This is an optimization exercise on Yosys and OpenROAD, whose aim is small area, not a production implementation.
Function was checked by simulation only, so behaviour that the tests miss may differ from the original.
Power and IR drop assume default switching activity.

### flow/constraint.sdc
create_clock -name core_clock -period 4.0 [get_ports {clk}]
set_input_delay 0.8000 -clock core_clock [delete_from_list [all_inputs] [get_ports {clk}]]
set_output_delay 0.8000 -clock core_clock [all_outputs]
set_load 0.01 [all_outputs]
### flow/config.mk
export PLATFORM = sky130hd
export DESIGN_NAME = msg_char_streamer
export DESIGN_NICKNAME = msg_char_streamer
export VERILOG_FILES = /design/flow/design.v
export SDC_FILE = /design/flow/constraint.sdc
export NUM_CORES = 4
export LEC_CHECK = 0
export CAP_MARGIN = 20
export CORE_AREA = 2 2 378 378
export DIE_AREA = 0 0 380 380
export SLEW_MARGIN = 20
export SYNTH_HIERARCHICAL = 1
### flow/design.v
`default_nettype none
`timescale 1ns/1ps
package msg_char_streamer_pkg;
  localparam int MESSAGE_LENGTH = 160;   
  localparam int CHAR_LENGTH    = 8;     
  localparam int LEN_WIDTH      = 8;     
  localparam int MSG_WIDTH      = MESSAGE_LENGTH * CHAR_LENGTH;
  localparam logic [1:0] LABEL_HAM  = 2'b00;
  localparam logic [1:0] LABEL_SPAM = 2'b01;
  localparam logic [LEN_WIDTH-1:0] c_MAX_LEN = LEN_WIDTH'(MESSAGE_LENGTH);
  function automatic logic [LEN_WIDTH-1:0] clamp_len(input logic [LEN_WIDTH-1:0] len);
    clamp_len = (len > c_MAX_LEN) ? c_MAX_LEN : len;
  endfunction
endpackage
`default_nettype wire
`default_nettype none
`timescale 1ns/1ps
module msg_shift_buffer #(
  parameter int NCHAR = 160,
  parameter int CHAR  = 8
) (
  input  wire logic                  clk,
  input  wire logic                  i_load,
  input  wire logic [NCHAR*CHAR-1:0] i_data,
  input  wire logic [7:0]            i_index,
  output logic      [CHAR-1:0]       o_char
);
  logic [NCHAR*CHAR-1:0] r_buf;
  always_ff @(posedge clk) begin
    if (i_load) begin
      r_buf <= i_data;
    end
  end
  logic [NCHAR-1:0] w_sel;
  msg_rd_dec #(.NCHAR(NCHAR)) u_dec (
    .i_index (i_index),
    .o_sel   (w_sel)
  );
  for (genvar b = 0; b < CHAR; b++) begin : g_bit
    logic [NCHAR-1:0] w_col;
    for (genvar i = 0; i < NCHAR; i++) begin : g_col
      assign w_col[i] = r_buf[CHAR*(NCHAR-1-i) + b];
    end
    msg_rd_bit #(.NCHAR(NCHAR)) u_bit (
      .i_sel  (w_sel),
      .i_data (w_col),
      .o_bit  (o_char[b])
    );
  end
endmodule
module msg_rd_dec #(
  parameter int NCHAR = 160
) (
  input  wire logic [7:0]       i_index,
  output logic      [NCHAR-1:0] o_sel
);
  for (genvar i = 0; i < NCHAR; i++) begin : g_sel
    assign o_sel[i] = (i_index == 8'(i));
  end
endmodule
module msg_rd_bit #(
  parameter int NCHAR = 160
) (
  input  wire logic [NCHAR-1:0] i_sel,
  input  wire logic [NCHAR-1:0] i_data,
  output logic                  o_bit
);
  localparam int NG = (NCHAR + 2) / 3;
  logic [NG-1:0] w_grp_n;
  for (genvar g = 0; g < NCHAR / 3; g++) begin : g_grp
    msg_rd_aoi3 u_aoi (
      .i_sel  (i_sel [3*g +: 3]),
      .i_data (i_data[3*g +: 3]),
      .o_n    (w_grp_n[g])
    );
  end
  if (NCHAR % 3 != 0) begin : g_rest
    assign w_grp_n[NG-1] = ~|(i_sel[NCHAR-1:3*(NCHAR/3)] & i_data[NCHAR-1:3*(NCHAR/3)]);
  end
  assign o_bit = ~&w_grp_n;
endmodule
module msg_rd_aoi3 (
  input  wire logic [2:0] i_sel,
  input  wire logic [2:0] i_data,
  output logic            o_n
);
  assign o_n = ~|(i_sel & i_data);
endmodule
`default_nettype wire
`default_nettype none
`timescale 1ns/1ps
module msg_char_streamer (
  input  wire logic                   clk,
  input  wire logic                   reset,
  input  wire logic                   load_valid,
  output      logic                   load_ready,
  input  wire logic [msg_char_streamer_pkg::MSG_WIDTH-1:0]   load_msg,
  input  wire logic [msg_char_streamer_pkg::LEN_WIDTH-1:0]   load_length,
  input  wire logic [1:0]             load_label,
  output      logic                   char_valid,
  input  wire logic                   char_ready,
  output      logic [msg_char_streamer_pkg::CHAR_LENGTH-1:0] char_data,
  output      logic [msg_char_streamer_pkg::LEN_WIDTH-1:0]   char_index,
  output      logic                   char_first,
  output      logic                   char_last,
  output      logic [1:0]             char_label,
  output      logic                   done,
  output      logic [msg_char_streamer_pkg::LEN_WIDTH-1:0]   done_count,
  output      logic                   busy
);
  logic                   r_ready;
  logic                   r_valid;
  logic                   r_done;
  logic [msg_char_streamer_pkg::LEN_WIDTH-1:0]   r_index;
  logic [msg_char_streamer_pkg::LEN_WIDTH-1:0]   r_nindex;    
  logic [msg_char_streamer_pkg::CHAR_LENGTH-1:0] r_data;      
  logic [msg_char_streamer_pkg::LEN_WIDTH-1:0]   r_len;
  logic [1:0]             r_label;
  logic                   w_load_fire;
  logic                   w_char_fire;
  logic                   w_last;
  logic                   w_len_zero;
  logic [msg_char_streamer_pkg::CHAR_LENGTH-1:0] w_next_char;
  assign w_load_fire = r_ready && load_valid;
  assign w_char_fire = r_valid && char_ready;
  assign w_len_zero  = (load_length == '0);
  assign w_last      = (r_nindex == r_len);
  always_ff @(posedge clk or negedge reset) begin
    if (!reset) begin
      r_ready <= 1'b0;
      r_valid <= 1'b0;
      r_done  <= 1'b0;
    end else begin
      r_ready <= r_done || (!r_valid && !r_done && !w_load_fire);
      r_valid <= (w_load_fire && !w_len_zero) || (r_valid && !(char_ready && w_last));
      r_done  <= (w_load_fire && w_len_zero) || (w_char_fire && w_last);
    end
  end
  always_ff @(posedge clk) begin
    if (r_ready) begin
      r_len    <= msg_char_streamer_pkg::clamp_len(load_length);
      r_label  <= load_label;
      r_index  <= '0;
      r_nindex <= msg_char_streamer_pkg::LEN_WIDTH'(1);
      r_data   <= load_msg[msg_char_streamer_pkg::MSG_WIDTH-1 -: msg_char_streamer_pkg::CHAR_LENGTH];
    end else if (w_char_fire) begin
      r_index  <= r_nindex;
      r_nindex <= r_nindex + msg_char_streamer_pkg::LEN_WIDTH'(1);
      r_data   <= w_next_char;
    end
  end
  msg_shift_buffer #(
    .NCHAR (msg_char_streamer_pkg::MESSAGE_LENGTH),
    .CHAR  (msg_char_streamer_pkg::CHAR_LENGTH)
  ) u_shift_buffer (
    .clk     (clk),
    .i_load  (r_ready),
    .i_data  (load_msg),
    .i_index (r_nindex),
    .o_char  (w_next_char)
  );
  assign load_ready = r_ready;
  assign char_valid = r_valid;
  assign char_data  = r_data;
  assign char_index = r_index;
  assign char_first = (r_index == '0);
  assign char_last  = w_last;
  assign char_label = r_label;
  assign done       = r_done;
  assign done_count = r_len;
  assign busy       = r_valid || r_done;
endmodule
`default_nettype wire
### flow/run.sh
#!/bin/bash
# synth_recipe.tcl (not shown) runs the flow's synth.tcl, then flattens the netlist and writes it again
# the make line also repeats each setting of config.mk as NAME=value (left out here)
make -C /OpenROAD-flow-scripts/flow DESIGN_CONFIG=/design/flow/config.mk WORK_HOME=/design/flow/orfs CLKGATE_MAP_FILE= SYNTH_SCRIPT=/design/flow/synth_recipe.tcl finish
==> metrics.md, run 1 <==
| Metric | Value |
|---|---|
| Status | finished with violations |
| Blocking Checks | setup timing |
| Top Family by Delay on Critical Path | simple AND/OR/NAND/NOR gates |
| Layout cells sized above 1 | 0.09900 |
| #FFs+latches synth | between 1k and 1.5k |
| Reg clk slew, reported paths | ~0.07 ns |
| Endpoints failing setup | 1 |
| HPWL after DPL | 170.3 mm |
| Worst r2r src | r_nindex[4]$_SDFFE_PP0P_ |
| Reg area | ~39,000 sq um |
| CP Max Fanout | 11 |
| RR Endpoint | r_data[7]$_DFFE_PP_ |
| Fin crit share | 1.013 |
| Setup crit end kind | flip-flop |
| Final setup margin | -0.05103 ns |
| CTS Root Cell | clkbuf_16 |
| DR vias | between 30k and 40k |
| GPL Wtd Cong | around 1 |
| IO Pins | approximately 1.3k |
| Drt first-iter violations | 6,668 |
| PwrDens | ~520 nW/um^2 |
| Synth area leader | edfxtp_1 |
| Pleak | roughly 22 nW |
| Overall routing resource usage | 0.2883 |
| First-pass GRT wire length | ~280 mm |
| Initial antenna violation count | slightly above 80 |
| Htree depth | 4 |
| Reg2Reg Setup Slack | -0.05 ns |
| CP arrival | 4.56 ns |
| Worst R2R Path Depth | 10 |
| Peak supply drop | ~0.5 mV |
| Synth top area cells | edfxtp_1 (84%), a222oi_1 (9.2%), nand4_1 (1.5%), nor2_1 (1.3%), dfxtp_1 (0.69%) |
| Mapped cell area | between 40,000 and 50,000 sq um |
| Headroom to the max-slew limit | 0.1975 |
| CTS Hold Buffers Added | 0 |
| CP endpoint | r_data[7]$_DFFE_PP_ |
| DR vias/cell | 5.606 |
| Core area | between 100,000 and 150,000 sq um |
| Yosys cell types | 39 |
| Skew final | between 0.03 and 0.04 ns |
| Initial Utilization | 0.3311 |
| Total gr overflow | 0 |
| Clock Tree Buf Depth | 3 |
| Final Hold Fails | 0 |
| Cell mode on critical path | buf_4 |
| Clk sinks | roughly 1.3k |
| Vias in the first global route | around 32k |
| Post-route cell area | 67,780 sq um |
| Fin. max-slew vios | 0 |
| Die width | 380 um |
| Startpoint types | flip-flop |
| Data required, critical path | about 4.5 ns |
| Row cnt | 137 |
| Area grow syn2layout | 46.38% |
| Max stage delay cell, worst path | a222oi_1 |
| Critical path class | flip-flop to flip-flop |
| CTS tree | yes |
| Port bufs | about 1.3k |
| MaxCap Viol Count | 0 |
| Post-Syn Instances | between 2k and 2.5k |
| Placed Area | ~63,000 sq um |
| Synth warn | 8 |
| Post-Place Setup Slack | -0.5654 ns |
| Critical Path Stages | 10 |
| Critical Path, Cell by Cell | buf_4 > or4b_4 > buf_4 > nor2_1 > a222oi_1 > nand4_1 > nor4_4 > buf_4 > nand4_1 > mux2_2 |
| Fmax achieved | approximately 0.25 GHz |
| Drt drc | 0 |
| Die ar. | 144,400 sq um |
| Most common cell after layout, fill and taps aside | clkdlybuf4s50_1 |
| ANT nets after route | 0 |
| Synth top area share | 0.8417 |
| Most frequent cells in the layout | clkdlybuf4s50_1 (1,325), edfxtp_1 (1,298), a222oi_1 (424), nor2_1 (158), clkbuf_16 (146) |
| Drt pass-1 iters | 10 |
| Avg Cell Area, Syn | roughly 21 sq um |
| Area of the multi-input gates | about 6900 sq um |
| Syn_nets | between 3k and 4k |
| Crit path largest cell delay | just over 1 ns |
| Largest net degree at the start of global routing | approximately 170 |
| Hold crit path type | primary input to asynchronous set/reset pin |
| Fill cell total of the finished layout | about 12k |
| Final WL | ~210 mm |
| Chip height | 380 um |
| CP bufs+invs | 3 |
| Clock latency on the worst-skew pair | 0.78 ns |
| Cts bufs inserted | ~140 |
| Least-Margin Pin Slew | about 1.2 ns |
| Minimum clock period | 4.051 ns |
| NumNets Final | a little over 5k |
| Worst Setup SP | r_nindex[4]$_SDFFE_PP0P_ |
| Seq/Total Area, Yosys | 0.8503 |
| Routed WL per cell | between 30 and 40 um |
[per-stage QoR]
step,hold WS (ns),TNS (ns),power [mW],utilization,instances
finish,0.2246,-0.05103,35.52,0.4846,5822
global route,0.2108,-0.0005111,36.54,0.4842,5801
CTS,0.1905,0,35.70,0.4834,5765
detailed placement,0.5682,-2.528,22.54,0.4491,5505
global placement,0.5728,-2.283,22.52,0.4491,5505
floorplan,0.4845,-7250.51,21.53,-,2219
[synth_stat cells (all sizes together)]
| master | count |
|---|---|
| a211oi | 8 |
| a21boi | 1 |
| a21oi | 10 |
| a222oi | 424 |
| a32o | 1 |
| and2 | 6 |
| and3 | 1 |
| and4 | 1 |
| buf | 22 |
| clkbuf | 22 |
| dfrtp | 3 |
| dfxtp | 16 |
| edfxtp | 1298 |
| ha | 1 |
| inv | 1 |
| mux2 | 8 |
| nand2 | 31 |
| nand2b | 3 |
| nand3 | 10 |
| nand4 | 109 |
| nand4b | 5 |
| nand4bb | 10 |
| nor2 | 168 |
| nor2b | 1 |
| nor3 | 2 |
| nor4 | 26 |
| o21ai | 1 |
| o22ai | 1 |
| or2 | 2 |
| or4 | 4 |
| or4b | 8 |
| xnor2 | 1 |
| xor2 | 14 |
[layer usage]
metal	vias to the layer above	GRT usage	routed length, um
met5	-	0	169
met1	16390	0.3566	77390
met3	410	0.07985	23640
met4	26	0.1183	8609
met2	2454	0.4764	105200
li1	13360	-	-
[power breakdown]
part           leakage [nW]  total [mW]  internal (mW)  switching (mW)
Combinational          7.58        4.79           2.16            2.63
Clock                  2.25        13.1           7.46            5.69
Sequential             12.0        17.6           16.8           0.734
[registers in the layout, indices dropped and copies added (netlist names)]
register / cells
r_label: 2
r_done: 1
u_shift_buffer.r_buf: 1280
r_data: 8
r_valid: 1
r_index: 8
r_ready: 1
r_len: 8
r_nindex: 8
[worst min path at each step]
| stage | start | to | slack, ns | depth (start not counted) |
|---|---|---|---|---|
| after floorplan | r_nindex[6]$_SDFFE_PP0P_ | r_index[6]$_SDFFE_PP0P_ | 0.48 | 2 |
| after global placement | r_index[0]$_SDFFE_PP0P_ | r_index[0]$_SDFFE_PP0P_ | 0.57 | 2 |
| after detailed placement | r_index[0]$_SDFFE_PP0P_ | r_index[0]$_SDFFE_PP0P_ | 0.57 | 2 |
| after CTS | reset | r_ready$_DFF_PN0_ | 0.19 | 1 |
| after global routing | reset | r_ready$_DFF_PN0_ | 0.21 | 1 |
| final | reset | r_ready$_DFF_PN0_ | 0.22 | 1 |
[modules after synthesis (local to each module, per instance), excerpt]
module             flip-flops and latches  cells  area, sq um  copies in the design
msg_char_streamer                      37    140         1597                     1
msg_rd_aoi3                             0      1        10.01                   424
[final cells by class]
type / count / area share
antenna: 57 / 0.002104
clock buffer: 178 / 0.05597
clock inverter: 80 / 0.01240
inverter: 1 / 0.00005538
multi-input combinational: 857 / 0.1022
sequential: 1317 / 0.5810
tap: 1876 / 0.03463
timing repair buffer: 1456 / 0.2117
[cells by family (layout without fill, tap and decap cells)]
logic type	count (synthesis)	after routing	share of synthesized area
muxes	8	8	0.001946
AOI/OAI and AO/OA	446	446	0.09465
other	0	57	0
buffers and inverters	45	1715	0.005809
DFF	1317	1317	0.8503
and+or+nand+nor	387	387	0.04421
xor gates and xnor gates	15	15	0.002837
adders and majority gates	1	1	0.0002702
[timing repair]
| item | in CTS | in global routing |
|---|---|---|
| setup buffers | 2 | 0 |
| setup endpoints to repair | 7 | 3 |
| cloned | 0 | 0 |
| resized for setup | 24 | 3 |
| pin swaps | 7 | 2 |
==> run 2, diff against run 1 <==
--- a/flow/design.v
+++ b/flow/design.v
@@ -25,23 +25,23 @@
   input  wire logic [7:0]            i_index,
   output logic      [CHAR-1:0]       o_char
 );
-  logic [NCHAR*CHAR-1:0] r_buf;
+  logic [(NCHAR-1)*CHAR-1:0] r_buf;
   always_ff @(posedge clk) begin
     if (i_load) begin
-      r_buf <= i_data;
+      r_buf <= i_data[(NCHAR-1)*CHAR-1:0];
     end
   end
-  logic [NCHAR-1:0] w_sel;
+  logic [NCHAR-2:0] w_sel;
   msg_rd_dec #(.NCHAR(NCHAR)) u_dec (
     .i_index (i_index),
     .o_sel   (w_sel)
   );
   for (genvar b = 0; b < CHAR; b++) begin : g_bit
-    logic [NCHAR-1:0] w_col;
-    for (genvar i = 0; i < NCHAR; i++) begin : g_col
-      assign w_col[i] = r_buf[CHAR*(NCHAR-1-i) + b];
+    logic [NCHAR-2:0] w_col;
+    for (genvar k = 0; k < NCHAR - 1; k++) begin : g_col
+      assign w_col[k] = r_buf[CHAR*(NCHAR-2-k) + b];
     end
-    msg_rd_bit #(.NCHAR(NCHAR)) u_bit (
+    msg_rd_bit #(.NCHAR(NCHAR-1)) u_bit (
       .i_sel  (w_sel),
       .i_data (w_col),
       .o_bit  (o_char[b])
@@ -52,10 +52,10 @@
   parameter int NCHAR = 160
 ) (
   input  wire logic [7:0]       i_index,
-  output logic      [NCHAR-1:0] o_sel
+  output logic      [NCHAR-2:0] o_sel
 );
-  for (genvar i = 0; i < NCHAR; i++) begin : g_sel
-    assign o_sel[i] = (i_index == 8'(i));
+  for (genvar i = 1; i < NCHAR; i++) begin : g_sel
+    assign o_sel[i-1] = (i_index == 8'(i));
   end
 endmodule
 module msg_rd_bit #(
==> flow/flow/run.sh (new file) <==
#!/bin/bash
# Standard ORFS layout with two changes:
#  - the port buffers use the smallest buffer (buf_1) instead of the
#    resizer's default choice;
#  - clock tree synthesis clusters up to 30 sinks per leaf buffer and adds
#    no dummy loads.
set -euo pipefail
bash standard.sh \
  'BUFFER_PORTS_ARGS=-buffer_cell sky130_fd_sc_hd__buf_1' \
  'CTS_ARGS=-sink_clustering_enable -repair_clock_nets -dont_use_dummy_load -sink_clustering_size 30 -sink_clustering_max_diameter 100' \
  finish > standard_flow.log 2>&1
==> flow/standard.sh (new file) <==
#!/bin/bash
# synth_recipe.tcl (not shown) runs the flow's synth.tcl, then flattens the netlist and writes it again
# the make line also repeats each setting of config.mk as NAME=value (left out here)
make -C /OpenROAD-flow-scripts/flow DESIGN_CONFIG=/design/flow/config.mk WORK_HOME=/design/flow/orfs CLKGATE_MAP_FILE= SYNTH_SCRIPT=/design/flow/synth_recipe.tcl "${@:-finish}"
--- a/flow/config.mk
+++ b/flow/config.mk
@@ -8,5 +8,6 @@
 export CAP_MARGIN = 20
 export CORE_AREA = 2 2 378 378
 export DIE_AREA = 0 0 380 380
+export SETUP_SLACK_MARGIN = 0.1
 export SLEW_MARGIN = 20
 export SYNTH_HIERARCHICAL = 1
removed: flow/run.sh
==> run 2 against run 1 <==
Against the previous run: now clean on timing, DRC and antenna; critical path type unchanged; cell area down 17%; highest routed layer unchanged; first-iteration DRC count increased by 17%; register-to-register slack gained 0.20 ns.
==> metrics.md, run 2 <==
| Metric | Value |
|---|---|
| Max stage delay cell, worst path | a222oi_1 |
| Avg Cell Area, Syn | 20.87 sq um (about the same) |
| Initial Utilization | 0.3297 (-0.001378) |
| Fill cell total of the finished layout | 13.07k (+11%) |
| ANT nets after route | 0 (unchanged) |
| Top Family by Delay on Critical Path | compound AO/OA/AOI/OAI gates |
| CTS Root Cell | clkbuf_16 |
| Placed insts | 5,511 (+0.11%) |
| Port bufs | 1,325 (unchanged) |
| Layout cells sized above 1 | 0.07763 (-0.02137) |
| Yosys cell types | 40 (+2.6%) |
| Data required, critical path | 4.41 ns (-0.10 ns) |
| Design Power | 27.94 mW (-21%) |
| Worst R2R Path Depth | 10 (unchanged) |
| Critical Path Stages | 10 (unchanged) |
| Count leader, synth | edfxtp_1 |
| Endpoints failing setup | 0 (-1) |
| Total gr overflow | 0 (unchanged) |
| #FFs+latches synth | 1,309 (-0.61%) |
| CTS tree | yes |
| Row cnt | 137 (unchanged) |
| Setup crit end kind | flip-flop |
| Core area | 139,900 sq um (unchanged) |
| Minimum clock period | 3.847 ns (-0.2038 ns) |
| Fin. max-slew vios | 0 (unchanged) |
| Drt first-iter violations | 7,795 (+17%) |
| IO Pins | 1,326 (unchanged) |
| Synth top area cells | edfxtp_1 (84%), a222oi_1 (9.2%), nand4_1 (1.5%), nor2_1 (1.2%), dfxtp_1 (0.69%) |
| Non-Filler Instances | 5,614 (-3.6%) |
| Syn_nets | 3,505 (-0.26%) |
| Htree depth | 2 (-2) |
| Cts bufs inserted | 55 (-62%) |
| Dominant synthesized flop cell | edfxtp_1 |
| PwrDens | 497.7 nW/um^2 (-5.0%) |
| Startpoint types | flip-flop |
| CP arrival | 4.26 ns (-0.30 ns) |
| Drt pass-1 iters | 11 (+1) |
| Fin crit share | 0.9618 (-0.05094) |
| Crit path largest cell delay | 1.15 ns (+0.14 ns) |
| RSZ-0062 raised after global routing | yes |
| Most common cell after layout, fill and taps aside | buf_1 |
| Fin Hold WS | 0.2420 ns (+0.01733 ns) |
| Status | no timing/DRC/antenna violations |
| Die width | 380 um (unchanged) |
| Area grow syn2layout | 21.75% |
| Critical path class | flip-flop to flip-flop |
| Max FFs per register | 1,272 (-0.63%) |
| Reg clk slew, reported paths | 0.12 ns (+0.05 ns) |
| Post-synth EDFFs | 1,290 (-0.62%) |
| Top reg by flops | u_shift_buffer.r_buf |
| Final Hold Fails | 0 (unchanged) |
| NumNets Final | 4,994 (-1.5%) |
| Clock latency on the worst-skew pair | 0.70 ns (-0.08 ns) |
| Pleak | 16.64 nW (-24%) |
| Asr flop ratio synth | 0.002292 (+0.00001392) |
| DR vias/cell | 5.755 (+2.7%) |
| GPL Wtd Cong | 0.9814 (-1.2%) |
| Initial antenna violation count | 71 (-13%) |
| Peak supply drop | 0.3698 mV (-25%) |
| Synth top area share | 0.8400 (-0.001692) |
| Routed WL per cell | 37.51 um (+1.6%) |
| Synth top cells by count | edfxtp_1 (1,290), a222oi_1 (424), nor2_1 (143) |
| Synth area leader | edfxtp_1 |
| Headroom to the max-slew limit | 0.1285 (-0.06908) |
| First-pass GRT wire length | 274.1 mm (-2.5%) |
| Fin util | 0.4014 (-0.08322) |
| Overall routing resource usage | 0.2800 (-0.008326) |
| Clk sinks | 1,309 (-0.61%) |
| CP Max Fanout | 18 (+7) |
| Vias in the first global route | 31.18k (-2.9%) |
| Seq/Total Area, Yosys | 0.8486 (-0.001657) |
| Skew final | 0.08556 ns (+0.05177 ns) |
| HPWL after DPL | 167.9 mm (-1.4%) |
| Synth warn | 8 (unchanged) |
| Mapped cell area | 46,110 sq um (-0.42%) |
| CP bufs+invs | 3 (unchanged) |
| Drt drc | 0 (unchanged) |
| Fmax achieved | 0.2599 GHz (+5.3%) |
| Critical Path, Cell by Cell | nand4bb_2 > buf_4 > buf_4 > nor2_1 > a222oi_1 > nand2_1 > nor2_1 > buf_4 > nand4_1 > mux2_2 |
| MaxCap Viol Count | 0 (unchanged) |
| Chip height | 380 um (unchanged) |
| Die ar. | 144,400 sq um (unchanged) |
| Largest net degree at the start of global routing | 173 (unchanged) |
| Least-Margin Pin Slew | 1.307 ns (+0.1080 ns) |
| Hold crit path type | primary input to flip-flop |
| DR vias | 32.31k (-1.0%) |
| Final WL | 210.6 mm (-2.0%) |
| Post-Syn Instances | 2,210 (-0.41%) |
| Clock Tree Buf Depth | 3 (unchanged) |
| Cell mode on critical path | buf_4 |
| Hold depth | 1 |
| Most frequent cells in the layout | buf_1 (1,325), edfxtp_1 (1,290), a222oi_1 (424), nor2_1 (142), buf_4 (137) |
## run 2: cell count changes after synthesis, sizes merged
cell    before   now
a211oi       8     0
edfxtp    1298  1290
nor2       168   175
## run 2: cell type report
class	count	area, sq um	area share
antenna	41	102.6	0.001827
timing repair buffer	1476	6235	0.1111
clock buffer	55	1376	0.02451
tap	1876	2347	0.04181
multi-input combinational	856	6928	0.1234
sequential	1309	39150	0.6973
inverter	1	3.754	0.00006686
## run 2: worst paths after layout
kind / from / end / slack, ns
setup reg to reg: r_nindex[2]$_SDFFE_PP0P_ / r_data[3]$_DFFE_PP_ / 0.15
setup / recovery: r_nindex[2]$_SDFFE_PP0P_ / r_data[3]$_DFFE_PP_ / 0.15
hold / removal: load_msg[514] / u_shift_buffer.r_buf[514]$_DFFE_PP_ / 0.24
max in group asynchronous: reset / r_ready$_DFF_PN0_ / 3.29
hold reg to reg: r_index[4]$_SDFFE_PP0P_ / r_index[4]$_SDFFE_PP0P_ / 0.48
min in group asynchronous: reset / r_ready$_DFF_PN0_ / 0.52
## run 2: metal layers
metal,vias up,track usage,share of wire
met1,16290,0.3756,0.38
met3,317,0.06812,0.12
li1,13000,-,-
met5,-,0,0.00089
met4,30,0.08466,0.029
met2,2670,0.4502,0.48
## run 2: kinds of logic (layout without fill, tap and decap cells)
group | after synthesis | in the layout | share of synthesized area
other | 0 | 41 | 0
adder cells (fa/ha/maj) | 1 | 1 | 0.0002713
XOR/XNOR | 15 | 15 | 0.002849
AO/OA/AOI/OAI | 438 | 438 | 0.09375
flip-flops | 1309 | 1309 | 0.8486
multiplexers | 8 | 8 | 0.001954
buffers and inverters | 45 | 1532 | 0.006159
AND/OR/NAND/NOR | 394 | 394 | 0.04640
## run 2: per-module statistics from Yosys, one instance, submodules excluded, excerpt
module / flip-flops and latches / cells inside / times used / cell area, sq um
msg_char_streamer: 37 / 140 / 1 / 1597
msg_rd_aoi3: 0 / 1 / 424 / 10.01
## run 2: stage by stage
| stage | area [sq um] | setup WS, ns | TNS [ns] |
|---|---|---|---|
| floorplan | 46120 | -5.926 | -7135.96 |
| global placement | 54430 | -0.6467 | -3.125 |
| detailed placement | 54460 | -0.7166 | -2.899 |
| CTS | 56020 | 0.08720 | 0 |
| global route | 56130 | 0.04119 | 0 |
| finish | 56140 | 0.1528 | 0 |
## run 2: worst register-to-register path, cell delays in order (launching register included)
cell and delay [ns]:
dfxtp_2 0.54, nand4bb_2 0.29, buf_4 0.20, buf_4 0.19, nor2_1 0.23, a222oi_1 1.15, nand2_1 0.16, nor2_1 0.25
buf_4 0.18, nand4_1 0.12, mux2_2 0.28
## run 2: where the power goes
| part | total [mW] | switching [mW] | leakage (nW) | internal, mW |
|---|---|---|---|---|
| combinational | 3.90 | 2.65 | 4.06 | 1.25 |
| clock | 6.56 | 4.09 | 0.678 | 2.46 |
| sequential | 17.5 | 0.765 | 11.9 | 16.7 |
| total | 27.9 | 7.51 | 16.6 | 20.4 |
## run 2: timing repair
action,in CTS,in global routing
setup buffers,6,0
endpoints found under the setup margin,8,6
endpoints found under the hold margin,3,0
pin swaps,16,6
hold buffers,1,0
resized for setup,24,3
==> run 3, diff against run 2 <==
--- a/flow/config.mk
+++ b/flow/config.mk
@@ -6,8 +6,8 @@
 export NUM_CORES = 4
 export LEC_CHECK = 0
 export CAP_MARGIN = 20
-export CORE_AREA = 2 2 378 378
-export DIE_AREA = 0 0 380 380
+export CORE_AREA = 2 2 366 366
+export DIE_AREA = 0 0 368 368
 export SETUP_SLACK_MARGIN = 0.1
 export SLEW_MARGIN = 20
 export SYNTH_HIERARCHICAL = 1
==> run 3 against run 2 <==
Against the previous run: highest routed layer unchanged; non-clock buffer count is 12 higher; routed wire length is 1.9% higher; power is 0.11% lower; cell area is 0.22% higher; clock-buffer cell count is 1 lower; synthesized cell count stayed put; fmax is 0.47% lower; synthesized area stayed put; core utilization is 2.7 points higher; worst setup slack worse by 0.018 ns.
==> metrics.md, run 3 <==
| Metric | Value |
|---|---|
| Status | no timing/DRC/antenna violations |
| Count leader, synth | edfxtp_1 |
| Least-Margin Pin Slew | 1.253 ns (-0.05381 ns) |
| Most frequent cells in the layout | buf_1 (1,325), edfxtp_1 (1,290), a222oi_1 (424), nor2_1 (139), buf_4 (139) |
| Overall routing resource usage | 0.3041 (+0.02418) |
| Top Family by Delay on Critical Path | simple AND/OR/NAND/NOR gates |
| ANT nets after route | 0 (unchanged) |
| Row cnt | 133 (-2.9%) |
| CTS tree | yes |
| Avg Cell Area, Syn | 20.87 sq um (unchanged) |
| Clk sinks | 1,309 (unchanged) |
| DR vias | 32.86k (+1.7%) |
| Data required, critical path | 4.44 ns (+0.03 ns) |
| Worst r2r src | r_nindex[6]$_SDFFE_PP0P_ |
| Htree depth | 2 (unchanged) |
| Setup crit end kind | flip-flop |
| Dominant synthesized flop cell | edfxtp_1 |
| Worst Setup SP | r_nindex[6]$_SDFFE_PP0P_ |
| Chip height | 368 um (-3.2%) |
| Fin. max-slew vios | 0 (unchanged) |
| Fin crit share | 0.9664 (+0.004561) |
| Synth top area share | 0.8400 (unchanged) |
| PwrDens | 496.1 nW/um^2 (-0.33%) |
| Adder-cell share of the synthesized area | 0.0002713 (unchanged) |
| Largest net degree at the start of global routing | 149 (-14%) |
| Die ar. | 135,400 sq um (-6.2%) |
| Post-route cell area | 56,270 sq um (+0.22%) |
| Drt first-iter violations | 7,820 (+0.32%) |
| MaxCap Viol Count | 0 (unchanged) |
| Yosys cell types | 40 (unchanged) |
| Max stage delay cell, worst path | a222oi_1 |
| Mapped cell area | 46,110 sq um (unchanged) |
| Post-synthesis xor/xnor area fraction | 0.002849 (unchanged) |
| Seq/Total Area, Yosys | 0.8486 (unchanged) |
| Startpoint types | flip-flop |
| Headroom to the max-slew limit | 0.1643 (+0.03587) |
| Clock latency on the worst-skew pair | 0.70 ns (about the same) |
| Minimum clock period | 3.865 ns (+0.01825 ns) |
| CP Max Fanout | 11 (-7) |
| Routed WL per cell | 38.89 um (+3.7%) |
| CP arrival | 4.31 ns (+0.05 ns) |
| First-pass GRT wire length | 275.5 mm (+0.51%) |
| Critical path class | flip-flop to flip-flop |
| Synth top cells by count | edfxtp_1 (1,290), a222oi_1 (424), nor2_1 (143) |
| Post-Syn Instances | 2,210 (unchanged) |
| Initial antenna violation count | 98 (+38%) |
| Layout cells sized above 1 | 0.08145 (+0.003815) |
| Main combinational cell family by area after synthesis | compound AO/OA/AOI/OAI gates |
| DR vias/cell | 5.956 (+3.5%) |
| Critical Path, Cell by Cell | or4b_1 > buf_4 > nor2_2 > a222oi_1 > buf_4 > nand4_1 > nor4_2 > nand4_1 > mux2_2 |
| Vias in the first global route | 30.91k (-0.86%) |
| #FFs+latches synth | 1,309 (unchanged) |
| Top reg by flops | u_shift_buffer.r_buf |
| Asr flop ratio synth | 0.002292 (unchanged) |
| Fmax achieved | 0.2587 GHz (-0.47%) |
| Final setup margin | 0.1345 ns (-0.01825 ns) |
| HPWL after DPL | 172.5 mm (+2.7%) |
| Drt pass-1 iters | 15 (+4) |
| Reg2Reg Setup Slack | 0.13 ns (-0.02 ns) |
| Peak supply drop | 0.3807 mV (+2.9%) |
| Setup TNS | 0 ns (unchanged) |
| Initial Utilization | 0.3508 (+0.02109) |
| Die width | 368 um (-3.2%) |
| Synth area leader | edfxtp_1 |
| Post-synth EDFFs | 1,290 (unchanged) |
| IO Pins | 1,326 (unchanged) |
| Synth Area in Simple Gates | 0.04640 (unchanged) |
| NumNets Final | 5,005 (+0.22%) |
| CTS Root Cell | clkbuf_16 |
| Area grow syn2layout | 22.02% |
| Critical Path Stages | 9 (-1) |
| Synth top area cells | edfxtp_1 (84%), a222oi_1 (9.2%), nand4_1 (1.5%), nor2_1 (1.2%), dfxtp_1 (0.69%) |
| Placed insts | 5,392 (-2.2%) |
| Endpoints failing setup | 0 (unchanged) |
| Multiplexer share of the synthesized area | 0.001954 (unchanged) |
| Clock Tree Buf Depth | 3 (unchanged) |
| Compound-gate portion of the synthesized area | 0.09375 (unchanged) |
| Non-Filler Instances | 5,517 (-1.7%) |
| Max FFs per register | 1,272 (unchanged) |
| Skew final | 0.06679 ns (-0.01877 ns) |
| Reg clk slew, reported paths | 0.12 ns (about the same) |
| Post-Place Setup Slack | -0.7002 ns (+0.01637 ns) |
| CP endpoint | r_data[1]$_DFFE_PP_ |
| Placed Area | 54,410 sq um (about the same) |
| RR Endpoint | r_data[1]$_DFFE_PP_ |
| Drt drc | 0 (unchanged) |
| Worst R2R Path Depth | 9 (-1) |
| Port bufs | 1,325 (unchanged) |
| Final Hold Fails | 0 (unchanged) |
| Synth warn | 8 (unchanged) |
| Core area | 131,500 sq um (-6.0%) |
| CP bufs+invs | 2 (-1) |
| GPL Wtd Cong | 0.9960 (+1.5%) |
| Crit path largest cell delay | 0.96 ns (-0.19 ns) |
| Final WL | 214.6 mm (+1.9%) |
| Pleak | 16.72 nW (+0.48%) |
| Cts bufs inserted | 54 (-1.8%) |
| Most common cell after layout, fill and taps aside | buf_1 |
| Syn_nets | 3,505 (unchanged) |
| RSZ-0062 raised after global routing | yes |
| Hold crit path type | primary input to flip-flop |
| Fin Hold WS | 0.2522 ns (+0.01029 ns) |
| Total gr overflow | 0 (unchanged) |
[run 3: cell families after synthesis]
logic type,Yosys count
DFF,1309
AOI/OAI and AO/OA,438
and+or+nand+nor,394
buffers and inverters,45
xor gates and xnor gates,15
muxes,8
adders and majority gates,1
[run 3: per-layer routing]
metal / vias to the layer above / GRT usage / routed length [um]
li1: 13050 / - / -
met1: 16510 / 0.4035 / 79870
met2: 2884 / 0.4922 / 101900
met3: 401 / 0.06882 / 24760
met4: 18 / 0.1064 / 7874
met5: - / 0 / 114
[run 3: modules after synthesis (local to each module, per instance), a selection]
module / cells / flops+latches
msg_char_streamer: 140 / 37
msg_rd_aoi3: 1 / 0
[run 3: cell type report]
cell class	instances	area (sq um)
fillers	11930	75200
flip-flops and latches	1309	39160
multi-input cells	856	6983
repair buffers	1488	6444
well taps	1755	2196
clock buffers	54	1351
diodes	54	135.1
inverters	1	3.754
[run 3: worst register-to-register path, cell delays in order, from the launching register on]
cell	delay, ns
dfxtp_1	0.55
or4b_1	0.22
buf_4	0.28
nor2_2	0.17
a222oi_1	0.96
buf_4	0.24
nand4_1	0.22
nor4_2	0.58
nand4_1	0.16
mux2_2	0.29
[run 3: worst min-delay path by stage]
stage / slack [ns] / endpoint / start / depth (start not counted)
3_3_place_gp: 0.46 / r_index[4]$_SDFFE_PP0P_ / r_index[4]$_SDFFE_PP0P_ / 2
3_5_place_dp: 0.46 / r_index[4]$_SDFFE_PP0P_ / r_index[4]$_SDFFE_PP0P_ / 2
5_1_grt: 0.22 / u_shift_buffer.r_buf[726]$_DFFE_PP_ / load_msg[726] / 1
4_1_cts: 0.19 / u_shift_buffer.r_buf[941]$_DFFE_PP_ / load_msg[941] / 1
6_report: 0.25 / u_shift_buffer.r_buf[78]$_DFFE_PP_ / load_msg[78] / 1
2_1_floorplan: 0.48 / r_index[6]$_SDFFE_PP0P_ / r_nindex[6]$_SDFFE_PP0P_ / 2
[run 3: per-stage QoR]
step,total power [mW],utilization
final,27.91,0.4280
after global routing,28.73,0.4278
after CTS,27.98,0.4262
after detailed placement,21.54,0.4138
after global placement,21.54,0.4136
after floorplan,21.42,-
[run 3: what timing repair did]
action                                 CTS  global route
resized for setup                       30            10
setup endpoints to repair                8             7
setup buffers                           11             5
pin swaps                               12            12
endpoints found under the hold margin    3             0
hold buffers                             1             0
[run 3: power by group]
group / internal (mW) / switching (mW)
Sequential: 16.7 / 0.736
Clock: 2.42 / 4.05
Combinational: 1.33 / 2.66
Total: 20.5 / 7.45
==> run 4, diff against run 3 <==
--- a/flow/design.v
+++ b/flow/design.v
@@ -54,9 +54,31 @@
   input  wire logic [7:0]       i_index,
   output logic      [NCHAR-2:0] o_sel
 );
-  for (genvar i = 1; i < NCHAR; i++) begin : g_sel
-    assign o_sel[i-1] = (i_index == 8'(i));
+  localparam int NHI = (NCHAR - 2) / 16 + 1;
+  logic [15:0]    w_lo_n;
+  logic [NHI-1:0] w_hi_n;
+  msg_rd_predec #(.N(16))  u_lo (.i_val(i_index[3:0]), .o_hot_n(w_lo_n));
+  msg_rd_predec #(.N(NHI)) u_hi (.i_val(i_index[7:4]), .o_hot_n(w_hi_n));
+  for (genvar k = 0; k < NCHAR - 1; k++) begin : g_sel
+    msg_rd_nor2 u_sel (.i_a(w_lo_n[k % 16]), .i_b(w_hi_n[k / 16]), .o_y(o_sel[k]));
   end
+endmodule
+module msg_rd_predec #(
+  parameter int N = 16
+) (
+  input  wire logic [3:0]   i_val,
+  output logic      [N-1:0] o_hot_n
+);
+  for (genvar j = 0; j < N; j++) begin : g_hot
+    assign o_hot_n[j] = (i_val != 4'(j));
+  end
+endmodule
+module msg_rd_nor2 (
+  input  wire logic i_a,
+  input  wire logic i_b,
+  output logic      o_y
+);
+  assign o_y = ~(i_a | i_b);
 endmodule
 module msg_rd_bit #(
   parameter int NCHAR = 160
@@ -112,7 +134,6 @@
   logic                   r_valid;
   logic                   r_done;
   logic [msg_char_streamer_pkg::LEN_WIDTH-1:0]   r_index;
-  logic [msg_char_streamer_pkg::LEN_WIDTH-1:0]   r_nindex;    
   logic [msg_char_streamer_pkg::CHAR_LENGTH-1:0] r_data;      
   logic [msg_char_streamer_pkg::LEN_WIDTH-1:0]   r_len;
   logic [1:0]             r_label;
@@ -121,10 +142,12 @@
   logic                   w_last;
   logic                   w_len_zero;
   logic [msg_char_streamer_pkg::CHAR_LENGTH-1:0] w_next_char;
+  logic [msg_char_streamer_pkg::LEN_WIDTH-1:0]   w_index_inc;
   assign w_load_fire = r_ready && load_valid;
   assign w_char_fire = r_valid && char_ready;
   assign w_len_zero  = (load_length == '0);
-  assign w_last      = (r_nindex == r_len);
+  assign w_index_inc = r_index + msg_char_streamer_pkg::LEN_WIDTH'(1);
+  assign w_last      = (w_index_inc == r_len);
   always_ff @(posedge clk or negedge reset) begin
     if (!reset) begin
       r_ready <= 1'b0;
@@ -141,11 +164,9 @@
       r_len    <= msg_char_streamer_pkg::clamp_len(load_length);
       r_label  <= load_label;
       r_index  <= '0;
-      r_nindex <= msg_char_streamer_pkg::LEN_WIDTH'(1);
       r_data   <= load_msg[msg_char_streamer_pkg::MSG_WIDTH-1 -: msg_char_streamer_pkg::CHAR_LENGTH];
     end else if (w_char_fire) begin
-      r_index  <= r_nindex;
-      r_nindex <= r_nindex + msg_char_streamer_pkg::LEN_WIDTH'(1);
+      r_index  <= w_index_inc;
       r_data   <= w_next_char;
     end
   end
@@ -156,7 +177,7 @@
     .clk     (clk),
     .i_load  (r_ready),
     .i_data  (load_msg),
-    .i_index (r_nindex),
+    .i_index (r_index),
     .o_char  (w_next_char)
   );
   assign load_ready = r_ready;
--- a/flow/config.mk
+++ b/flow/config.mk
@@ -6,8 +6,8 @@
 export NUM_CORES = 4
 export LEC_CHECK = 0
 export CAP_MARGIN = 20
-export CORE_AREA = 2 2 366 366
-export DIE_AREA = 0 0 368 368
+export CORE_AREA = 2 2 378 378
+export DIE_AREA = 0 0 380 380
 export SETUP_SLACK_MARGIN = 0.1
 export SLEW_MARGIN = 20
 export SYNTH_HIERARCHICAL = 1
==> run 4 against run 3 <==
Against the previous run: synthesized cell count fell by 2.0%; routed wire length fell by 2.2%; largest cell class unchanged; still clean; via count fell by 1.5%.
==> metrics.md, run 4 <==
| Metric | Value |
|---|---|
| Post-route cell area | 56,910 sq um (+1.1%) |
| Syn_nets | 3,461 (-1.3%) |
| Initial antenna violation count | 68 (-31%) |
| RR Endpoint | r_data[4]$_DFFE_PP_ |
| Reg2Reg Setup Slack | 0.11 ns (-0.02 ns) |
| Die ar. | 144,400 sq um (+6.6%) |
| Seq/Total Area, Yosys | 0.8528 (+0.004186) |
| Hold crit path type | primary input to flip-flop |
| Clk pwr share | 0.241 (+0.009) |
| Row cnt | 137 (+3.0%) |
| Top reg by flops | u_shift_buffer.r_buf |
| HP Start | load_msg[30] |
| Endpoints failing setup | 0 (unchanged) |
| Total gr overflow | 0 (unchanged) |
| Seq pwr share | 0.598 (-0.027) |
| Largest net degree at the start of global routing | 147 (-1.3%) |
| HPWL after DPL | 169.4 mm (-1.8%) |
| Overall routing resource usage | 0.2802 (-0.02398) |
| Synth top cells by count | edfxtp_1 (1,290), a222oi_1 (424), nor2_1 (178) |
| Hold depth | 1 (unchanged) |
| GPL Wtd Cong | 1.028 (+3.2%) |
| Most frequent cells in the layout | buf_1 (1,324), edfxtp_1 (1,290), a222oi_1 (424), buf_4 (199), nor2_1 (161) |
| Hold Crit Endpoint | u_shift_buffer.r_buf[30]$_DFFE_PP_ |
| Count leader, synth | edfxtp_1 |
| Post-synth EDFFs | 1,290 (unchanged) |
| Placed Area | 55,010 sq um (+1.1%) |
| Area of the multi-input gates | 6999 sq um (+0.23%) |
| Synth top area cells | edfxtp_1 (85%), a222oi_1 (9.3%), nor2_1 (1.5%), nand4_1 (1.5%), nor4_1 (0.36%) |
| Synth warn | 8 (unchanged) |
| Clk sinks | 1,301 (-0.61%) |
| Startpoint types | flip-flop |
| CP Max Fanout | 13 (+2) |
| Asr flop ratio synth | 0.002306 (+0.00001409) |
| #FFs+latches synth | 1,301 (-0.61%) |
| Fin. max-slew vios | 0 (unchanged) |
| Drt pass-1 iters | 15 (unchanged) |
| Fmax achieved | 0.2571 GHz (-0.62%) |
| Cts bufs inserted | 56 (+3.7%) |
| Worst R2R Path Depth | 11 (+2) |
| Layout cells sized above 1 | 0.09679 (+0.01535) |
| Initial Utilization | 0.3267 (-0.02405) |
| Switching share of power | 0.2667 (about the same) |
| ANT nets after route | 0 (unchanged) |
| Minimum clock period | 3.890 ns (+0.02401 ns) |
| Post-Syn Instances | 2,165 (-2.0%) |
| Routed WL per cell | 36.93 um (-5.1%) |
| Fill cell total of the finished layout | 12.90k (+8.2%) |
| Yosys cell types | 42 (+5.0%) |
| Clock latency on the worst-skew pair | 0.71 ns (about the same) |
| Synth top area share | 0.8477 (+0.007613) |
| CP arrival | 4.28 ns (-0.03 ns) |
| Worst r2r src | r_index[2]$_SDFFE_PP0P_ |
| Least-Margin Pin Slew | 1.229 ns (-0.02462 ns) |
| Status | no timing/DRC/antenna violations |
| Logic pwr share | 0.160 (+0.017) |
| DR vias/cell | 5.696 (-4.4%) |
| Fin Hold WS | 0.2471 ns (-0.005176 ns) |
| IO Pins | 1,326 (unchanged) |
| Max FFs per register | 1,272 (unchanged) |
| Most common cell after layout, fill and taps aside | buf_1 |
| Synth area leader | edfxtp_1 |
| Non-Filler Instances | 5,683 (+3.0%) |
| Headroom to the max-slew limit | 0.1808 (+0.01641) |
| Core area | 139,900 sq um (+6.4%) |
| Fin util | 0.4069 (-0.02115) |
| Avg Cell Area, Syn | 21.11 sq um (+1.2%) |
| Final setup margin | 0.1105 ns (-0.02401 ns) |
| Chip height | 380 um (+3.3%) |
| Critical path class | flip-flop to flip-flop |
| PwrDens | 475.6 nW/um^2 (-4.1%) |
| Area grow syn2layout | 24.53% |
| Reg clk slew, reported paths | 0.12 ns (about the same) |
| RSZ-0062 raised after global routing | yes |
| CTS tree | yes |
| Peak supply drop | 0.4174 mV (+9.6%) |
| Placed insts | 5,572 (+3.3%) |
| Design Power | 27.07 mW (-3.0%) |
| Vias in the first global route | 31.63k (+2.3%) |
| Sw Pwr | 7.220 mW (-3.1%) |
| Drt first-iter violations | 7,575 (-3.1%) |
| Dominant synthesized flop cell | edfxtp_1 |
| NumNets Final | 5,069 (+1.3%) |
| Pleak | 16.93 nW (+1.3%) |
| Setup crit end kind | flip-flop |
| Reg area | 38,990 sq um (-0.43%) |
| Final WL | 209.8 mm (-2.2%) |
| Post-Place Setup Slack | -0.6056 ns (+0.09456 ns) |
| Skew final | 0.08225 ns (+0.01546 ns) |
| Port bufs | 1,325 (unchanged) |
| Pint | 19.85 mW (-3.0%) |
| First-pass GRT wire length | 273.5 mm (-0.72%) |
| DR vias | 32.37k (-1.5%) |
| Mapped cell area | 45,700 sq um (-0.90%) |
| Die width | 380 um (+3.3%) |
| Htree depth | 2 (unchanged) |
| Data required, critical path | 4.39 ns (-0.05 ns) |
| Final Hold Fails | 0 (unchanged) |
| MaxCap Viol Count | 0 (unchanged) |
| Drt drc | 0 (unchanged) |
| Fin crit share | 0.9724 (+0.006002) |
| CTS Root Cell | clkbuf_16 |
| Setup TNS | 0 ns (unchanged) |
| Clock Tree Buf Depth | 3 (unchanged) |
run 4: changes by cell type in the layout (fill, tap and decap cells not counted), sizes merged, moves of 4 or more:
cell,delta
buf,+70
diode,-18
nand2,-16
xor2,-11
xnor2,+10
dfxtp,-8
a21oi,-6
and2,-6
inv,+5
nand3,+5
nor2b,+5
o21ai,+4
run 4: worst max-delay path: stages (launching register included):
cell and delay, ns:
dfxtp_2 0.39, buf_4 0.21, nand4bb_2 0.35, buf_4 0.21
nor2_2 0.09, a222oi_1 0.93, nand4_1 0.28, buf_4 0.25
nor4_4 0.36, buf_4 0.24, nand4_1 0.08, mux2_2 0.27
run 4: area by class of cell:
class	count	share of cell area
diodes	36	0.001583
clock buffers	56	0.02462
inverters	6	0.0003957
multi-input cells	849	0.1230
flip-flops and latches	1301	0.6851
well taps	1876	0.04125
repair buffers	1559	0.1241
run 4: power groups by stage:
stage / Combinational [mW] / Sequential, mW / Clock, mW
global route: 4.63 / 16.2 / 7.07
global placement: 4.21 / 16.5 / 0
finish: 4.34 / 16.2 / 6.53
CTS: 4.42 / 16.2 / 6.63
floorplan: 1.12 / 16.7 / 0
detailed placement: 4.24 / 16.5 / 0
run 4: repair_timing:
item / CTS / global route
resized for setup: 36 / 22
buffers inserted: 6 / 11
endpoints found under the setup margin: 9 / 8
endpoints found under the hold margin: 3 / 0
cloned: 0 / 1
hold buffers: 1 / 0
pin swaps: 29 / 19
run 4: Yosys stat by module, one instance, submodules excluded, excerpt:
module             flops+latches  copies in the design
msg_char_streamer             29                     1
msg_rd_nor2                    0                   159
msg_rd_aoi3                    0                   424
run 4: worst max path at each step:
stage,startpoint,endpoint,slack (ns),depth (start not counted)
floorplan,r_ready$_DFF_PN0_,r_data[0]$_DFFE_PP_,-5.93,3
global placement,r_index[4]$_SDFFE_PP0P_,r_data[3]$_DFFE_PP_,-0.83,10
detailed placement,r_index[1]$_SDFFE_PP0P_,r_data[2]$_DFFE_PP_,-0.61,10
CTS,r_index[0]$_SDFFE_PP0P_,r_data[2]$_DFFE_PP_,0.09,10
global route,r_index[2]$_SDFFE_PP0P_,r_data[4]$_DFFE_PP_,0.1,11
finish,r_index[2]$_SDFFE_PP0P_,r_data[4]$_DFFE_PP_,0.11,11
run 4: kinds of logic after synthesis:
group                    count (synthesis)  synth area share
AND/OR/NAND/NOR                        384           0.04416
adder cells (fa/ha/maj)                  2         0.0005475
AO/OA/AOI/OAI                          441           0.09594
buffers and inverters                   15          0.001889
XOR/XNOR                                14          0.002683
flip-flops                            1301            0.8528
multiplexers                             8          0.001971
run 4: routing by layer:
layer,vias to the layer above,global-route usage,share of wire
met5,-,0,0.00085
met4,28,0.1108,0.043
met3,353,0.06701,0.11
met2,2628,0.4599,0.48
met1,16220,0.3581,0.37
li1,13140,-,-
==> run 5, diff against run 4 <==
--- a/flow/config.mk
+++ b/flow/config.mk
@@ -6,8 +6,8 @@
 export NUM_CORES = 4
 export LEC_CHECK = 0
 export CAP_MARGIN = 20
-export CORE_AREA = 2 2 378 378
-export DIE_AREA = 0 0 380 380
+export CORE_AREA = 2 2 366 366
+export DIE_AREA = 0 0 368 368
 export SETUP_SLACK_MARGIN = 0.1
 export SLEW_MARGIN = 20
 export SYNTH_HIERARCHICAL = 1
==> run 5 against run 4 <==
Against the previous run: still clean; sequential power is essentially flat; combinational power decreased by 7.8%; clock-buffer cell count decreased by 3; via count grew 0.49%; register-to-register slack better by 0.09 ns; power down 1.6%; largest power group unchanged; highest routed layer unchanged.
==> metrics.md, run 5 <==
| Metric | Value |
|---|---|
| Setup crit end kind | flip-flop |
| CP arrival | 4.17 ns (-0.11 ns) |
| CTS tree | yes |
| Total gr overflow | 0 (unchanged) |
| Status | no timing/DRC/antenna violations |
| Dominant synthesized flop cell | edfxtp_1 |
| Headroom to the max-slew limit | 0.2292 (+0.04847) |
| Clk sinks | 1,301 (unchanged) |
| Clk pwr share | 0.240 (about the same) |
| Row cnt | 133 (-2.9%) |
| Post-route cell area | 55,930 sq um (-1.7%) |
| Synth top cells by count | edfxtp_1 (1,290), a222oi_1 (424), nor2_1 (178) |
| Data required, critical path | 4.38 ns (about the same) |
| Core area | 131,500 sq um (-6.0%) |
| Skew final | 0.07961 ns (-0.002639 ns) |
| Logic pwr share | 0.150 (-0.010) |
| PwrDens | 476.3 nW/um^2 (+0.14%) |
| Fin crit share | 0.9492 (-0.02322) |
| Sw Pwr | 7.108 mW (-1.6%) |
| Fmax achieved | 0.2634 GHz (+2.4%) |
| Initial Utilization | 0.3476 (+0.02090) |
| Reg2Reg Setup Slack | 0.20 ns (+0.09 ns) |
| Least-Margin Pin Slew | 1.152 ns (-0.07695 ns) |
| Drt first-iter violations | 6,899 (-8.9%) |
| Count leader, synth | edfxtp_1 |
| #FFs+latches synth | 1,301 (unchanged) |
| Most common cell after layout, fill and taps aside | buf_1 |
| Reg area | 39,000 sq um (about the same) |
| Seq/Total Area, Yosys | 0.8528 (unchanged) |
| Area of the multi-input gates | 6945 sq um (-0.77%) |
| Mapped cell area | 45,700 sq um (unchanged) |
| Avg Cell Area, Syn | 21.11 sq um (unchanged) |
| Layout cells sized above 1 | 0.06957 (-0.02723) |
| Clock latency on the worst-skew pair | 0.70 ns (about the same) |
| Largest net degree at the start of global routing | 162 (+10%) |
| Seq pwr share | 0.610 (+0.012) |
| Synth warn | 8 (unchanged) |
| Vias in the first global route | 30.83k (-2.5%) |
| Routed WL per cell | 38.05 um (+3.1%) |
| Peak supply drop | 0.3952 mV (-5.3%) |
| Fin. max-slew vios | 0 (unchanged) |
| Htree depth | 2 (unchanged) |
| Chip height | 368 um (-3.2%) |
| Final WL | 208.7 mm (-0.56%) |
| CP Max Fanout | 18 (+5) |
| Pleak | 16.43 nW (-2.9%) |
| Clock Tree Buf Depth | 3 (unchanged) |
| Max FFs per register | 1,272 (unchanged) |
| Post-Syn Instances | 2,165 (unchanged) |
| IO Pins | 1,326 (unchanged) |
| DR vias | 32.53k (+0.49%) |
| Placed Area | 54,200 sq um (-1.5%) |
| Pint | 19.53 mW (-1.6%) |
| Die width | 368 um (-3.2%) |
| Synth top area share | 0.8477 (unchanged) |
| Synth area leader | edfxtp_1 |
| MaxCap Viol Count | 0 (unchanged) |
| Post-synth EDFFs | 1,290 (unchanged) |
| Drt pass-1 iters | 13 (-2) |
| Overall routing resource usage | 0.2961 (+0.01598) |
| Area grow syn2layout | 22.39% |
| CTS Root Cell | clkbuf_16 |
| Drt drc | 0 (unchanged) |
| Die ar. | 135,400 sq um (-6.2%) |
| Yosys cell types | 42 (unchanged) |
| Synth top area cells | edfxtp_1 (85%), a222oi_1 (9.3%), nor2_1 (1.5%), nand4_1 (1.5%), nor4_1 (0.36%) |
| Initial antenna violation count | 97 (+43%) |
| DR vias/cell | 5.932 (+4.1%) |
| Asr flop ratio synth | 0.002306 (unchanged) |
| Port bufs | 1,325 (unchanged) |
| ANT nets after route | 0 (unchanged) |
| HPWL after DPL | 167.3 mm (-1.2%) |
| Reg clk slew, reported paths | 0.12 ns (about the same) |
| Endpoints failing setup | 0 (unchanged) |
| First-pass GRT wire length | 267.7 mm (-2.1%) |
| Fill cell total of the finished layout | 11.95k (-7.4%) |
| GPL Wtd Cong | 0.9772 (-4.9%) |
| Top reg by flops | u_shift_buffer.r_buf |
| Switching share of power | 0.2668 (about the same) |
| Critical path class | flip-flop to flip-flop |
| Startpoint types | flip-flop |
| Hold crit path type | primary input to flip-flop |
| Non-Filler Instances | 5,484 (-3.5%) |
| Syn_nets | 3,461 (unchanged) |
| Placed insts | 5,372 (-3.6%) |
| Cts bufs inserted | 53 (-5.4%) |
| Final Hold Fails | 0 (unchanged) |
| NumNets Final | 4,978 (-1.8%) |
| Minimum clock period | 3.797 ns (-0.09287 ns) |
| RSZ-0062 raised after global routing | yes |
| Most frequent cells in the layout | buf_1 (1,325), edfxtp_1 (1,290), a222oi_1 (424), nor2_1 (178), buf_4 (124) |
==> run 5: power by group through the flow <==
stage,Sequential (mW),Clock [mW],Combinational (mW)
detailed placement,16.5,0,3.97
finish,16.2,6.39,4.00
CTS,16.2,6.48,4.06
global placement,16.5,0,3.96
floorplan,16.7,0,1.12
global route,16.3,6.89,4.25
==> run 5: through the flow <==
step / setup WS (ns) / power, mW / TNS [ns] / utilization / hold WS (ns)
floorplan: -5.930 / 17.81 / -7087.95 / - / 0.5040
global placement: -0.8153 / 20.44 / -2.278 / 0.4122 / 0.6080
detailed placement: -0.5147 / 20.45 / -2.238 / 0.4123 / 0.6202
CTS: 0.08542 / 26.76 / 0 / 0.4240 / 0.1999
global route: 0.02520 / 27.43 / 0 / 0.4251 / 0.2141
finish: 0.2034 / 26.64 / 0 / 0.4254 / 0.2606
==> run 5: layout make-up <==
cell class,instances,area share
Antenna cell,49,0.002192
Clock buffer,53,0.02371
Inverter,6,0.0004027
Multi-Input combinational cell,849,0.1242
Sequential cell,1301,0.6973
Tap cell,1755,0.03926
Timing Repair Buffer,1471,0.1130
==> run 5: cell families after synthesis <==
kind of cell | count (synthesis) | synth area share
compound gates | 441 | 0.09594
xor+xnor | 14 | 0.002683
fa+ha+maj | 2 | 0.0005475
buf+inv | 15 | 0.001889
flops | 1301 | 0.8528
mux | 8 | 0.001971
simple gates | 384 | 0.04416
==> run 5: per-layer routing <==
layer	track usage	up-vias	share of wire
li1	-	12990	-
met1	0.3745	16370	0.36
met2	0.4839	2759	0.48
met3	0.07159	390	0.11
met4	0.1312	24	0.046
met5	0	-	0.00067
==> run 5: critical path, cell delays in order (launching register included) <==
cell and delay [ns]:
dfxtp_4 0.48, nand4bb_2 0.19, buf_4 0.35, nor2_1 0.32
a222oi_1 0.60, nand4_1 0.52, nor4_4 0.45, buf_4 0.23
nand4_1 0.10, mux2_2 0.29
==> run 5: path summary, 6_finish.rpt <==
kind,from,end,cells after the start
max,r_index[3]$_SDFFE_PP0P_,r_data[3]$_DFFE_PP_,9
min,load_msg[129],u_shift_buffer.r_buf[129]$_DFFE_PP_,1
max reg2reg,r_index[3]$_SDFFE_PP0P_,r_data[3]$_DFFE_PP_,9
max in group asynchronous,reset,r_ready$_DFF_PN0_,2
min reg2reg,r_index[7]$_SDFFE_PP0P_,r_index[7]$_SDFFE_PP0P_,2
min in group asynchronous,reset,r_valid$_DFF_PN0_,2
==> run 5: timing repair <==
item,CTS,global route
hold buffers,1,0
pin swaps,15,13
setup buffers,6,3
hold endpoints to repair,3,0
setup endpoints to repair,9,8
resized for setup,26,10
==> run 5: modules after synthesis, one instance, submodules excluded, a selection <==
| module | cells inside | cell area [sq um] | copies in the design |
|---|---|---|---|
| msg_rd_nor2 | 1 | 3.754 | 159 |
| msg_rd_aoi3 | 1 | 10.01 | 424 |
| msg_char_streamer | 128 | 1473 | 1 |
==> run 6, diff against run 5 <==
==> flow/flow/run.sh (replaced) <==
#!/bin/bash
# Standard ORFS layout with three changes:
#  - the pins may sit on adjacent routing tracks (min distance 1 track), so
#    the 1326 ports fit on a smaller die;
#  - the port buffers use the smallest buffer (buf_1) instead of the
#    resizer's default choice;
#  - clock tree synthesis clusters up to 30 sinks per leaf buffer and adds
#    no dummy loads.
set -euo pipefail
bash standard.sh \
  'PLACE_PINS_ARGS=-min_distance 1 -min_distance_in_tracks' \
  'BUFFER_PORTS_ARGS=-buffer_cell sky130_fd_sc_hd__buf_1' \
  'CTS_ARGS=-sink_clustering_enable -repair_clock_nets -dont_use_dummy_load -sink_clustering_size 30 -sink_clustering_max_diameter 100' \
  finish > standard_flow.log 2>&1
--- a/flow/config.mk
+++ b/flow/config.mk
@@ -6,8 +6,9 @@
 export NUM_CORES = 4
 export LEC_CHECK = 0
 export CAP_MARGIN = 20
-export CORE_AREA = 2 2 366 366
-export DIE_AREA = 0 0 368 368
+export CORE_AREA = 2 2 318 318
+export DIE_AREA = 0 0 320 320
+export PLACE_DENSITY = 0.7
 export SETUP_SLACK_MARGIN = 0.1
 export SLEW_MARGIN = 20
 export SYNTH_HIERARCHICAL = 1
==> run 6 against run 5 <==
Against the previous run: the flow now stops in global routing; synthesized cell count unchanged; synthesized area unchanged.
==> metrics.md, run 6 <==
| Metric | Value |
|---|---|
| Status | did not finish |
| Stopped at | global routing |
| Err | [ERROR GRT-0116] Global routing finished with congestion. Check the congestion regions in the DRC Viewer. |
| Mapped cell area | 45,700 sq um (unchanged) |
| Port bufs | 1,325 (unchanged) |
| Syn_nets | 3,461 (unchanged) |
| #FFs+latches synth | 1,301 (unchanged) |
| Synth warn | 8 (unchanged) |
| Synth top area share | 0.8477 (unchanged) |
| GPL Wtd Cong | 1.020 (+4.3%) |
| Synth Area in Simple Gates | 0.04416 (unchanged) |
| Post-synth EDFFs | 1,290 (unchanged) |
| Adder-cell share of the synthesized area | 0.0005476 (unchanged) |
| Count leader, synth | edfxtp_1 |
| Avg Cell Area, Syn | 21.11 sq um (unchanged) |
| Largest net degree at the start of global routing | 178 |
| IO Pins | 1,326 (unchanged) |
| Compound-gate portion of the synthesized area | 0.09594 (unchanged) |
| Synth top cells by count | edfxtp_1 (1,290), a222oi_1 (424), nor2_1 (178) |
| Row cnt | 115 (-14%) |
| Die width | 320 um (-13%) |
| HPWL after DPL | 136.9 mm (-18%) |
| Seq/Total Area, Yosys | 0.8528 (unchanged) |
| Main combinational cell family by area after synthesis | compound AO/OA/AOI/OAI gates |
| Synth top area cells | edfxtp_1 (85%), a222oi_1 (9.3%), nor2_1 (1.5%), nand4_1 (1.5%), nor4_1 (0.36%) |
| Chip height | 320 um (-13%) |
| Post-Syn Instances | 2,165 (unchanged) |
| Total gr overflow | 12 |
| Yosys cell types | 42 (unchanged) |
| First-pass GRT wire length | about 240 mm |
| Multiplexer share of the synthesized area | 0.001971 (unchanged) |
| Cts bufs inserted | 53 (unchanged) |
| Overall routing resource usage | 0.3484 |
| Vias in the first global route | 32.73k |
| Initial Utilization | 0.4630 (+0.1154) |
| Htree depth | 2 (unchanged) |
| Clock Tree Buf Depth | 3 (unchanged) |
| CTS Root Cell | clkbuf_16 |
| Clk sinks | 1,301 (unchanged) |
| Asr flop ratio synth | 0.002306 (unchanged) |
| Dominant synthesized flop cell | edfxtp_1 |
| Post-synthesis xor/xnor area fraction | 0.002683 (unchanged) |
| Synth area leader | edfxtp_1 |
==> run 6: cell counts after synthesis <==
No cell type changed its count.
==> run 6: repair_timing <==
| item | CTS |
|---|---|
| setup endpoints to repair | 9 |
| hold buffers | 1 |
| pin swaps | 0 |
| hold endpoints to repair | 3 |
| buffers inserted | 2 |
| gates cloned | 0 |
| resized for setup | 15 |
==> run 6: layer usage <==
metal / track usage / GRT overflow
met5: 0.01466 / 0
met3: 0.1532 / 0
met1: 0.3974 / 0
met2: 0.5213 / 8
met4: 0.2528 / 4
==> run 6: worst min-delay path by stage <==
stage	to	slack (ns)
floorplan	r_done$_DFF_PN0_	0.50
global placement	r_ready$_DFF_PN0_	0.62
detailed placement	r_ready$_DFF_PN0_	0.62
CTS	u_shift_buffer.r_buf[293]$_DFFE_PP_	0.20
==> run 6: per-module statistics from Yosys (local to each module, per instance), excerpt <==
module             area [sq um]  flops+latches
msg_rd_aoi3               10.01              0
msg_rd_nor2               3.754              0
msg_char_streamer          1473             29
==> run 6: power groups by stage <==
stage | clock network, mW | logic (mW) | registers (mW)
floorplan | 0 | 1.12 | 16.7
global placement | 0 | 3.39 | 16.4
detailed placement | 0 | 3.43 | 16.4
CTS | 6.36 | 3.49 | 16.1
==> run 6: metrics by stage <==
step | std cells | TNS, ns | instance area, sq um | setup slack, ns
4_1_cts | 4904 | 0 | 54460 | 0.06102
3_5_place_dp | 4848 | -0.9745 | 53020 | -0.4021
3_3_place_gp | 4848 | -1.094 | 53010 | -0.5198
2_1_floorplan | 2165 | -7087.95 | 45720 | -5.930
==> run 6: cells by family after synthesis <==
| kind of cell | Yosys count |
|---|---|
| simple gates | 384 |
| xor+xnor | 14 |
| mux | 8 |
| fa+ha+maj | 2 |
| compound gates | 441 |
| buf+inv | 15 |
| flops | 1301 |

[static timing again, ports no longer ideal]
The flow's constraints put no driver on any port. The routed layouts listed below were extracted and timed again, unchanged, in two steps.
Step 1 (the two cells are an assumption about what drives the block):
set clk [get_ports {clk}]
set_driving_cell -lib_cell sky130_fd_sc_hd__clkbuf_16 $clk
set_driving_cell -lib_cell sky130_fd_sc_hd__buf_2 [delete_from_list [all_inputs] $clk]
Step 2 times the ports against the registers' clock, not the clock port: input delays grow and output delays shrink by t, the midpoint of the rising clock arrivals with the driver on.
Three values: no drivers, after step 1, after step 2; two values: the first two.
run | shift t [ns] | slack for setup (ns) | worst setup path at the end
run 1 | 0.847 | -0.051 / -0.051 / -0.051 | register to register
run 2 | 0.743 | 0.153 / 0.153 / 0.153 | register to register
run 3 | 0.743 | 0.135 / 0.135 / 0.135 | register to register
run 4 | 0.750 | 0.110 / 0.110 / 0.110 | register to register
run 5 | 0.734 | 0.203 / 0.134 / 0.203 | register to register
